What follows belongs to an exercise in optimizing a design on an open flow for small area, a short achievable clock period and few clock cycles per item; a production flow would make more cautious choices. Where RTL was checked, it was by simulation tests only, not by an equivalence proof against the original. No activity file was given, so power comes from the tool's default toggle rates.

==> flow/design.v (excerpt) <==
module fxp_alu_pipe #(
  parameter int INST_W    = 4,
  parameter int INT_W     = 6,
  parameter int FRAC_W    = 10,
  parameter int DATA_W    = INT_W + FRAC_W,
  parameter int ACC_DEPTH = 16,
  parameter int ACC_GUARD = 5
) (
  input  logic              i_clk,
  input  logic              i_rst_n,
  input  logic              i_in_valid,
  output logic              o_in_ready,
  input  logic [INST_W-1:0] i_inst,
  input  logic [DATA_W-1:0] i_data_a,
  input  logic [DATA_W-1:0] i_data_b,
  output logic              o_out_valid,
  input  logic              i_out_ready,
  output logic [DATA_W-1:0] o_data,
  output logic              o_sat
);
  localparam int ACC_W = DATA_W + ACC_GUARD;    
  localparam int SW    = ACC_W + 1;             
  localparam int PW    = 2 * DATA_W;            
  localparam int IDX_W = $clog2(ACC_DEPTH);
  logic       rdy_q;
  logic [2:0] cnt_q, cnt_d;
  logic       acc_in, pop;
  assign o_in_ready = rdy_q;
  assign acc_in     = i_in_valid & rdy_q;
  localparam int NPP = DATA_W / 2;
  logic              in_mac, in_arith, in_p1, in_m1, is_addsub_d;
  logic [NPP-1:0]    bneg_d, bone_d, btwo_d;
  logic [DATA_W-1:0] mx_d;
  assign in_mac   = (i_inst == INST_W'(fxp_alu_pkg::OP_MAC));
  assign in_p1    = (i_inst == INST_W'(fxp_alu_pkg::OP_ADD))
                  | (i_inst == INST_W'(fxp_alu_pkg::OP_ACC));
  assign in_m1    = (i_inst == INST_W'(fxp_alu_pkg::OP_SUB));
  assign is_addsub_d = (i_inst == INST_W'(fxp_alu_pkg::OP_ADD)) | in_m1;
  ...
Settings: LEC_CHECK=0, CAP_MARGIN=20, CORE_MARGIN=2, CORE_UTILIZATION=55, CTS_BUF_LIST=sky130_fd_sc_hd__clkbuf_8 sky130_fd_sc_hd__clkbuf_16, CTS_CLUSTER_DIAMETER=100, CTS_CLUSTER_SIZE=25, SLEW_MARGIN=20; clock period 11.0 ns.
standard.sh (not shown) runs the stock make flow with config.mk's settings and CLKGATE_MAP_FILE= SYNTH_SCRIPT=/design/flow/synth_recipe.tcl, a recipe that flattens the netlist after the stock synthesis.
==> flow/flow/run.sh <==
#!/bin/bash
# Standard ORFS layout (the standard.sh, unchanged synthesis), with the
# timing repair asked to leave setup slack for a shorter period than the
# 11 ns clock the constraints keep, and plain buffers on the ports.
set -euo pipefail
MARGIN=$(cat flow/margin.txt)
bash standard.sh SETUP_SLACK_MARGIN=$MARGIN \
  "BUFFER_PORTS_ARGS=-buffer_cell sky130_fd_sc_hd__buf_2" finish > flow_make.log 2>&1
==> flow/flow/margin.txt <==
7.7
Next try:
--- a/flow/design.v
+++ b/flow/design.v
@@ -120,35 +120,35 @@
     for (int j = 0; j < NPP; j++) begin
       b_hi = i_data_b[2*j+1];
       b_md = i_data_b[2*j];
       b_lo = (j == 0) ? 1'b0 : i_data_b[2*j-1];
       bneg_d[j] = in_arith & b_hi & ~(b_md & b_lo);
       bone_d[j] = in_arith & (b_md ^ b_lo);
       btwo_d[j] = in_arith & ((b_hi & ~b_md & ~b_lo) | (~b_hi & b_md & b_lo));
     end
   end
   logic              r0_v;
   logic [INST_W-1:0] r0_op;
   logic [DATA_W-1:0] aux, mx;
-  logic [IDX_W-1:0]  idx0;
+  logic [ACC_DEPTH-1:0] idx0;    
   logic [NPP-1:0]    bneg, bone, btwo;
   logic              is_accop, is_addsub;
   always_ff @(posedge i_clk or negedge i_rst_n) begin
     if (!i_rst_n) r0_v <= 1'b0;
     else          r0_v <= acc_in;
   end
   always_ff @(posedge i_clk) begin
     r0_op     <= i_inst;
     aux       <= (is_addsub_d) ? i_data_a : i_data_b;
-    idx0      <= in_mac ? i_data_b[IDX_W-1:0] : i_data_a[IDX_W-1:0];
+    idx0      <= ACC_DEPTH'(1) << (in_mac ? i_data_b[IDX_W-1:0] : i_data_a[IDX_W-1:0]);
     bneg      <= bneg_d;
     bone      <= bone_d;
     btwo      <= btwo_d;
     mx        <= mx_d;
     is_accop  <= (i_inst == INST_W'(fxp_alu_pkg::OP_ACC)) | in_mac
                | (i_inst == INST_W'(fxp_alu_pkg::OP_CLR));
     is_addsub <= is_addsub_d;
   end
   logic is_mul, is_acc, is_mac, is_clr;
   assign is_mul = (r0_op == INST_W'(fxp_alu_pkg::OP_MUL));
   assign is_acc = (r0_op == INST_W'(fxp_alu_pkg::OP_ACC));
   assign is_mac = (r0_op == INST_W'(fxp_alu_pkg::OP_MAC));
@@ -185,30 +185,30 @@
       INST_W'(fxp_alu_pkg::OP_XOR): misc = mx ^ aux;
       INST_W'(fxp_alu_pkg::OP_ARS): misc = DATA_W'($signed(mx) >>> aux[3:0]);
       INST_W'(fxp_alu_pkg::OP_CLZ): misc = DATA_W'(clz);
       INST_W'(fxp_alu_pkg::OP_MAX): misc = a_gt_b ? mx : aux;
       INST_W'(fxp_alu_pkg::OP_MIN): misc = a_gt_b ? aux : mx;
       default:                      misc = '0;
     endcase
   end
   logic [ACC_W-1:0] bank_rd, fwd, accv;
   logic [SW-1:0]    opnd_d;
   logic             hit;
   logic              r1_v, r1_wr, r1_clr, r1_m21, r1_m22;
-  logic [IDX_W-1:0]  r1_idx;
+  logic [ACC_DEPTH-1:0] r1_idx;
   logic [PW-1:LB]    r1_s, r1_c;
   logic              r1_clb;
   logic [SW-1:0]     r1_opnd;
   logic [SW-1:0]     sum;
-  assign hit  = r1_v & (r1_wr | r1_clr) & (r1_idx == idx0);
+  assign hit  = r1_v & (r1_wr | r1_clr) & (|(r1_idx & idx0));
   assign fwd  = r1_clr ? '0 : sum[ACC_W-1:0];
   assign accv = hit ? fwd : bank_rd;
   always_comb begin
     if (is_accop)           opnd_d = SW'($signed(accv));
     else if (is_addsub)     opnd_d = SW'($signed(aux));
     else                    opnd_d = SW'(misc);
   end
   always_ff @(posedge i_clk or negedge i_rst_n) begin
     if (!i_rst_n) r1_v <= 1'b0;
     else          r1_v <= r0_v;
   end
   always_ff @(posedge i_clk) begin
@@ -227,29 +227,29 @@
   assign x         = {r1_opnd, (FRAC_W-LB)'(0)};
   assign ts        = x ^ r1_s ^ r1_c;
   assign tc        = {((x[HW-2:0] & r1_s[PW-2:LB]) | (x[HW-2:0] & r1_c[PW-2:LB])
                      | (r1_s[PW-2:LB] & r1_c[PW-2:LB])), r1_clb};
   assign sum_full  = ts + tc;
   assign sum       = sum_full[HW-1:FRAC_W-LB];
   fxp_acc_bank #(
     .DEPTH (ACC_DEPTH),
     .W     (ACC_W)
   ) u_bank (
     .i_clk     (i_clk),
     .i_rst_n   (i_rst_n),
-    .i_rd_sel  (ACC_DEPTH'(1) << idx0),
+    .i_rd_sel  (idx0),
     .o_rd_data (bank_rd),
     .i_we      (r1_v & r1_wr),
     .i_clr     (r1_v & r1_clr),
-    .i_wr_sel  (ACC_DEPTH'(1) << r1_idx),
+    .i_wr_sel  (r1_idx),
     .i_wr_data (sum[ACC_W-1:0])
   );
   logic          r2_v, r2_m21, r2_m22;
   logic [SW-1:0] r2_sum;
   always_ff @(posedge i_clk or negedge i_rst_n) begin
     if (!i_rst_n) r2_v <= 1'b0;
     else          r2_v <= r1_v;
   end
   always_ff @(posedge i_clk) begin
     r2_m21 <= r1_m21;
     r2_m22 <= r1_m22;
     r2_sum <= sum;
- total power decreases by 2.6%
- die area increases by 1.4%
- utilization went down by 0.41 points
- flip-flop and latch count is higher by 24
- clock skew went down by 7.1 ps
- count of clock-buffer cells in the layout rises by 2
- routed wire length goes up by about 4.4%
- worst hold slack hardly moves
- via count rose by about 2%
- sequential power climbs by about 2%
No run of this note included a check of the RTL's function; only the layout flow was run.


Another version of the RTL of fxp_alu_pipe (not shown whole).
For scale: roughly 600 flip-flops, ~59 I/O pins.
==> flow/config.mk <==
export PLATFORM = sky130hd
export DESIGN_NAME = fxp_alu_pipe
export DESIGN_NICKNAME = fxp_alu_pipe
export VERILOG_FILES = /design/flow/design.v
export SDC_FILE = /design/flow/constraint.sdc
export NUM_CORES = 4
export LEC_CHECK = 0
export CAP_MARGIN = 20
export CORE_MARGIN = 2
export CORE_UTILIZATION = 40
export SLEW_MARGIN = 20
==> flow/constraint.sdc <==
create_clock -name core_clock -period 11.0 [get_ports {i_clk}]
set_input_delay 2.2000 -clock core_clock [delete_from_list [all_inputs] [get_ports {i_clk}]]
set_output_delay 2.2000 -clock core_clock [all_outputs]
set_load 0.01 [all_outputs]
==> flow/flow/run.sh <==
#!/bin/bash
# Standard ORFS layout (the standard.sh, unchanged synthesis), with the
# timing repair asked to leave setup slack for a shorter period than the
# 11 ns clock the constraints keep.
set -euo pipefail
MARGIN=$(cat flow/margin.txt)
bash standard.sh SETUP_SLACK_MARGIN=$MARGIN finish > flow_make.log 2>&1
Scripts as last shown in full above: flow/flow/margin.txt
Testbench counts at the start, summed over its fixed seeds: cycles 24,024, items 24,000.
Then changed:
--- a/flow/design.v
+++ b/flow/design.v
@@ -95,62 +95,61 @@
   localparam int SW    = ACC_W + 1;             
   localparam int PW    = 2 * DATA_W;            
   localparam int IDX_W = $clog2(ACC_DEPTH);
   logic       rdy_q;
   logic [2:0] cnt_q, cnt_d;
   logic       acc_in, pop;
   assign o_in_ready = rdy_q;
   assign acc_in     = i_in_valid & rdy_q;
   localparam int NPP = DATA_W / 2;
-  logic              in_mac, in_arith, in_p1, in_m1;
+  logic              in_mac, in_arith, in_p1, in_m1, is_addsub_d;
   logic [NPP-1:0]    bneg_d, bone_d, btwo_d;
   logic [DATA_W-1:0] mx_d;
   assign in_mac   = (i_inst == INST_W'(fxp_alu_pkg::OP_MAC));
   assign in_p1    = (i_inst == INST_W'(fxp_alu_pkg::OP_ADD))
                   | (i_inst == INST_W'(fxp_alu_pkg::OP_ACC));
   assign in_m1    = (i_inst == INST_W'(fxp_alu_pkg::OP_SUB));
+  assign is_addsub_d = (i_inst == INST_W'(fxp_alu_pkg::OP_ADD)) | in_m1;
   assign in_arith = (i_inst <= INST_W'(fxp_alu_pkg::OP_MAC));
   assign mx_d = in_p1 ? (DATA_W'(1) << FRAC_W)
               : in_m1 ? -(DATA_W'(1) << FRAC_W) : i_data_a;
   always_comb begin
     logic b_hi, b_md, b_lo;
     for (int j = 0; j < NPP; j++) begin
       b_hi = i_data_b[2*j+1];
       b_md = i_data_b[2*j];
       b_lo = (j == 0) ? 1'b0 : i_data_b[2*j-1];
       bneg_d[j] = in_arith & b_hi & ~(b_md & b_lo);
       bone_d[j] = in_arith & (b_md ^ b_lo);
       btwo_d[j] = in_arith & ((b_hi & ~b_md & ~b_lo) | (~b_hi & b_md & b_lo));
     end
   end
   logic              r0_v;
   logic [INST_W-1:0] r0_op;
-  logic [DATA_W-1:0] r0_a, r0_b, mx;
+  logic [DATA_W-1:0] aux, mx;
   logic [IDX_W-1:0]  idx0;
   logic [NPP-1:0]    bneg, bone, btwo;
   logic              is_accop, is_addsub;
   always_ff @(posedge i_clk or negedge i_rst_n) begin
     if (!i_rst_n) r0_v <= 1'b0;
     else          r0_v <= acc_in;
   end
   always_ff @(posedge i_clk) begin
     r0_op     <= i_inst;
-    r0_a      <= i_data_a;
-    r0_b      <= i_data_b;
+    aux       <= (is_addsub_d) ? i_data_a : i_data_b;
     idx0      <= in_mac ? i_data_b[IDX_W-1:0] : i_data_a[IDX_W-1:0];
     bneg      <= bneg_d;
     bone      <= bone_d;
     btwo      <= btwo_d;
     mx        <= mx_d;
     is_accop  <= (i_inst == INST_W'(fxp_alu_pkg::OP_ACC)) | in_mac
                | (i_inst == INST_W'(fxp_alu_pkg::OP_CLR));
-    is_addsub <= (i_inst == INST_W'(fxp_alu_pkg::OP_ADD))
-               | (i_inst == INST_W'(fxp_alu_pkg::OP_SUB));
+    is_addsub <= is_addsub_d;
   end
   logic is_mul, is_acc, is_mac, is_clr;
   assign is_mul = (r0_op == INST_W'(fxp_alu_pkg::OP_MUL));
   assign is_acc = (r0_op == INST_W'(fxp_alu_pkg::OP_ACC));
   assign is_mac = (r0_op == INST_W'(fxp_alu_pkg::OP_MAC));
   assign is_clr = (r0_op == INST_W'(fxp_alu_pkg::OP_CLR));
   logic [PW-1:0] row [NPP + 1];
   always_comb begin
     logic [DATA_W:0] mag, pp;
@@ -183,43 +182,43 @@
   assign {c2b, s2b} = csa(c1b, s1c, c1c);
   assign {c3, s3}   = csa(s2a, c2a, s2b);
   assign {pc, ps}   = csa(s3, c3, c2b);
   logic [DATA_W-1:0] misc;
   logic [4:0]        clz;
   logic              a_gt_b;
   always_comb begin
     clz = 5'(DATA_W);
     for (int i = 0; i < DATA_W; i++)
-      if (r0_a[i]) clz = 5'(DATA_W - 1 - i);
-    a_gt_b = $signed(r0_a) > $signed(r0_b);
+      if (mx[i]) clz = 5'(DATA_W - 1 - i);
+    a_gt_b = $signed(mx) > $signed(aux);
     case (r0_op)
-      INST_W'(fxp_alu_pkg::OP_XOR): misc = r0_a ^ r0_b;
-      INST_W'(fxp_alu_pkg::OP_ARS): misc = DATA_W'($signed(r0_a) >>> r0_b[3:0]);
+      INST_W'(fxp_alu_pkg::OP_XOR): misc = mx ^ aux;
+      INST_W'(fxp_alu_pkg::OP_ARS): misc = DATA_W'($signed(mx) >>> aux[3:0]);
       INST_W'(fxp_alu_pkg::OP_CLZ): misc = DATA_W'(clz);
-      INST_W'(fxp_alu_pkg::OP_MAX): misc = a_gt_b ? r0_a : r0_b;
-      INST_W'(fxp_alu_pkg::OP_MIN): misc = a_gt_b ? r0_b : r0_a;
+      INST_W'(fxp_alu_pkg::OP_MAX): misc = a_gt_b ? mx : aux;
+      INST_W'(fxp_alu_pkg::OP_MIN): misc = a_gt_b ? aux : mx;
       default:                      misc = '0;
     endcase
   end
   logic [ACC_W-1:0] bank_rd, fwd, accv;
   logic [SW-1:0]    opnd_d;
   logic             hit;
   logic              r1_v, r1_wr, r1_clr, r1_m21, r1_m22;
   logic [IDX_W-1:0]  r1_idx;
   logic [PW-1:0]     r1_s, r1_c;
   logic [SW-1:0]     r1_opnd;
   logic [SW-1:0]     sum;
   assign hit  = r1_v & (r1_wr | r1_clr) & (r1_idx == idx0);
   assign fwd  = r1_clr ? '0 : sum[ACC_W-1:0];
   assign accv = hit ? fwd : bank_rd;
   always_comb begin
     if (is_accop)           opnd_d = SW'($signed(accv));
-    else if (is_addsub)     opnd_d = SW'($signed(r0_a));
+    else if (is_addsub)     opnd_d = SW'($signed(aux));
     else                    opnd_d = SW'(misc);
   end
   always_ff @(posedge i_clk or negedge i_rst_n) begin
     if (!i_rst_n) r1_v <= 1'b0;
     else          r1_v <= r0_v;
   end
   always_ff @(posedge i_clk) begin
     r1_wr   <= is_acc | is_mac;
     r1_clr  <= is_clr;
Result:
- The new run passed the timing, DRC and antenna checks
- worst setup slack loses 0.14 ns
- clock power is lower by about 9%
- synthesized area is lower by about 0.9%
- synthesized cell count is higher by about 1.4%
- first-iteration DRC count is higher by about 4%
- total power is lower by 6.2%
- flip-flop and latch count is lower by 16
- wire length is lower by about 3%
- register-to-register slack loses 0.14 ns
- utilization is lower by 0.34 points
For the second run of this note, only the layout was checked, not whether the RTL still works.


build 78:
Another version of the RTL of fxp_alu_pipe (not shown whole).
Size in the first run: ~2400 cells after synthesis, roughly 590 flip-flops, about 0.029 sq mm of cells after synthesis.
==> flow/design.v (excerpt) <==
module fxp_alu_pipe #(
  parameter int INST_W    = 4,
  parameter int INT_W     = 6,
  parameter int FRAC_W    = 10,
  parameter int DATA_W    = INT_W + FRAC_W,
  parameter int ACC_DEPTH = 16,
  parameter int ACC_GUARD = 5
) (
  input  logic              i_clk,
  input  logic              i_rst_n,
  input  logic              i_in_valid,
  output logic              o_in_ready,
  input  logic [INST_W-1:0] i_inst,
  input  logic [DATA_W-1:0] i_data_a,
  input  logic [DATA_W-1:0] i_data_b,
  output logic              o_out_valid,
  input  logic              i_out_ready,
  output logic [DATA_W-1:0] o_data,
  output logic              o_sat
);
==> flow/config.mk <==
export PLATFORM = sky130hd
export DESIGN_NAME = fxp_alu_pipe
export DESIGN_NICKNAME = fxp_alu_pipe
export VERILOG_FILES = /design/flow/design.v
export SDC_FILE = /design/flow/constraint.sdc
export NUM_CORES = 4
export LEC_CHECK = 0
export CAP_MARGIN = 20
export CORE_MARGIN = 2
export CORE_UTILIZATION = 40
export SLEW_MARGIN = 20
==> flow/constraint.sdc <==
create_clock -name core_clock -period 11.0 [get_ports {i_clk}]
set_input_delay 2.2000 -clock core_clock [delete_from_list [all_inputs] [get_ports {i_clk}]]
set_output_delay 2.2000 -clock core_clock [all_outputs]
set_load 0.01 [all_outputs]
Scripts as last shown in full above: flow/flow/run.sh, flow/flow/margin.txt
Relative to build 78, the following input files were edited for trial 19:
diff --git a/flow/design.v b/flow/design.v
--- a/flow/design.v
+++ b/flow/design.v
@@ -318,19 +318,15 @@
   always_ff @(posedge i_clk) begin
     if (head_free) head_q <= (nb_q != 2'd0) ? buf_rd : res;
     for (int i = 0; i < 3; i++)
       if (r1_v && wp_q[i]) buf_q[i] <= res;
   end
   assign o_out_valid = hv_q;
   assign o_data      = head_q[DATA_W-1:0];
   assign o_sat       = head_q[DATA_W];
   assign cnt_d = cnt_q + 3'(acc_in) - 3'(pop);
   always_ff @(posedge i_clk or negedge i_rst_n) begin
-    if (!i_rst_n) begin
-      cnt_q <= 3'd0;
-      rdy_q <= 1'b1;
-    end else begin
-      cnt_q <= cnt_d;
-      rdy_q <= ~cnt_d[2];
-    end
+    if (!i_rst_n) cnt_q <= 3'd0;
+    else          cnt_q <= cnt_d;
   end
+  always_ff @(posedge i_clk) rdy_q <= ~cnt_d[2];
 endmodule
--- outcome ---
- Trial 19 was carried through to the last stage, and its layout satisfied the timing, DRC and antenna checks.
- Compared with build 78, trial 19 shows a higher relative area change from synthesis to final layout.
- Number of buffer cells added on primary ports came out exactly the same in build 78 and trial 19.
- The run showing the smaller register share of total power is trial 19.
- Final instance area came out higher on trial 19 than on build 78.
- Synthesized instance count of trial 19 falls short of that of build 78 slightly.
- Clock share of power: trial 19 vs build 78 down 1.0 points
- Between build 78 and trial 19, the difference in via count of the routed design is negligible.
- Taking build 78 as the reference point, the number of setup buffers added after CTS of trial 19 rises by 15.
- Between build 78 and trial 19, share of the synthesized area in compound gates (AO/OA/AOI/OAI) is higher for trial 19, build 78 comes in under that.
- Going from build 78 to trial 19, fraction of the core area covered by cells at the end of the flow went up 0.65 points, switching part of the total power went up 1.1 points, synthesized area held.
No run of this note included a check of the RTL's function; only the layout flow was run.

port drivers added, routing unchanged:
In the flow no input, the clock included, has a driving cell. The finished layouts below were timed again as built, in two steps.
Step 1 assumes that a clkbuf_16 drives the clock port and a buf_2 every other input.
Step 2 moves the port delays by t, midway between the first and last clock arrival at a register: inputs arrive t later, outputs are due t later. That takes back most of the time a late clock gives input paths.
Slacks: ideal / step 1 / step 2; pairs: ideal / step 1.
run | shift t [ns] | slack for setup (ns) | latest minus earliest clock arrival (ns) | worst register clock-pin slew, ns | pins driven straight from the clock port
the first run of note 1 | 0.687 | 7.624 / 7.565 / 7.154 | 0.039 / 0.040 | 0.11 / 0.11 | 1
the second run of note 1 | 0.697 | 7.583 / 7.524 / 7.129 | 0.029 / 0.030 | 0.10 / 0.10 | 1
the first run of note 2 | 0.678 | 7.497 / 7.470 / 7.129 | 0.030 / 0.031 | 0.06 / 0.06 | 1
the second run of note 2 | 0.680 | 7.362 / 7.362 / 7.071 | 0.040 / 0.040 | 0.06 / 0.06 | 1
build 78 | 0.696 | 7.490 / 7.420 / 7.124 | 0.051 / 0.051 | 0.07 / 0.07 | 1
trial 19 | 0.707 | 7.357 / 7.357 / 7.156 | 0.058 / 0.058 | 0.08 / 0.08 | 1
After both steps setup and hold are still met in every run listed. The setup slack of the first run of note 1, which loses most, moves by -0.059 ns with the drivers and by -0.470 ns with both steps.
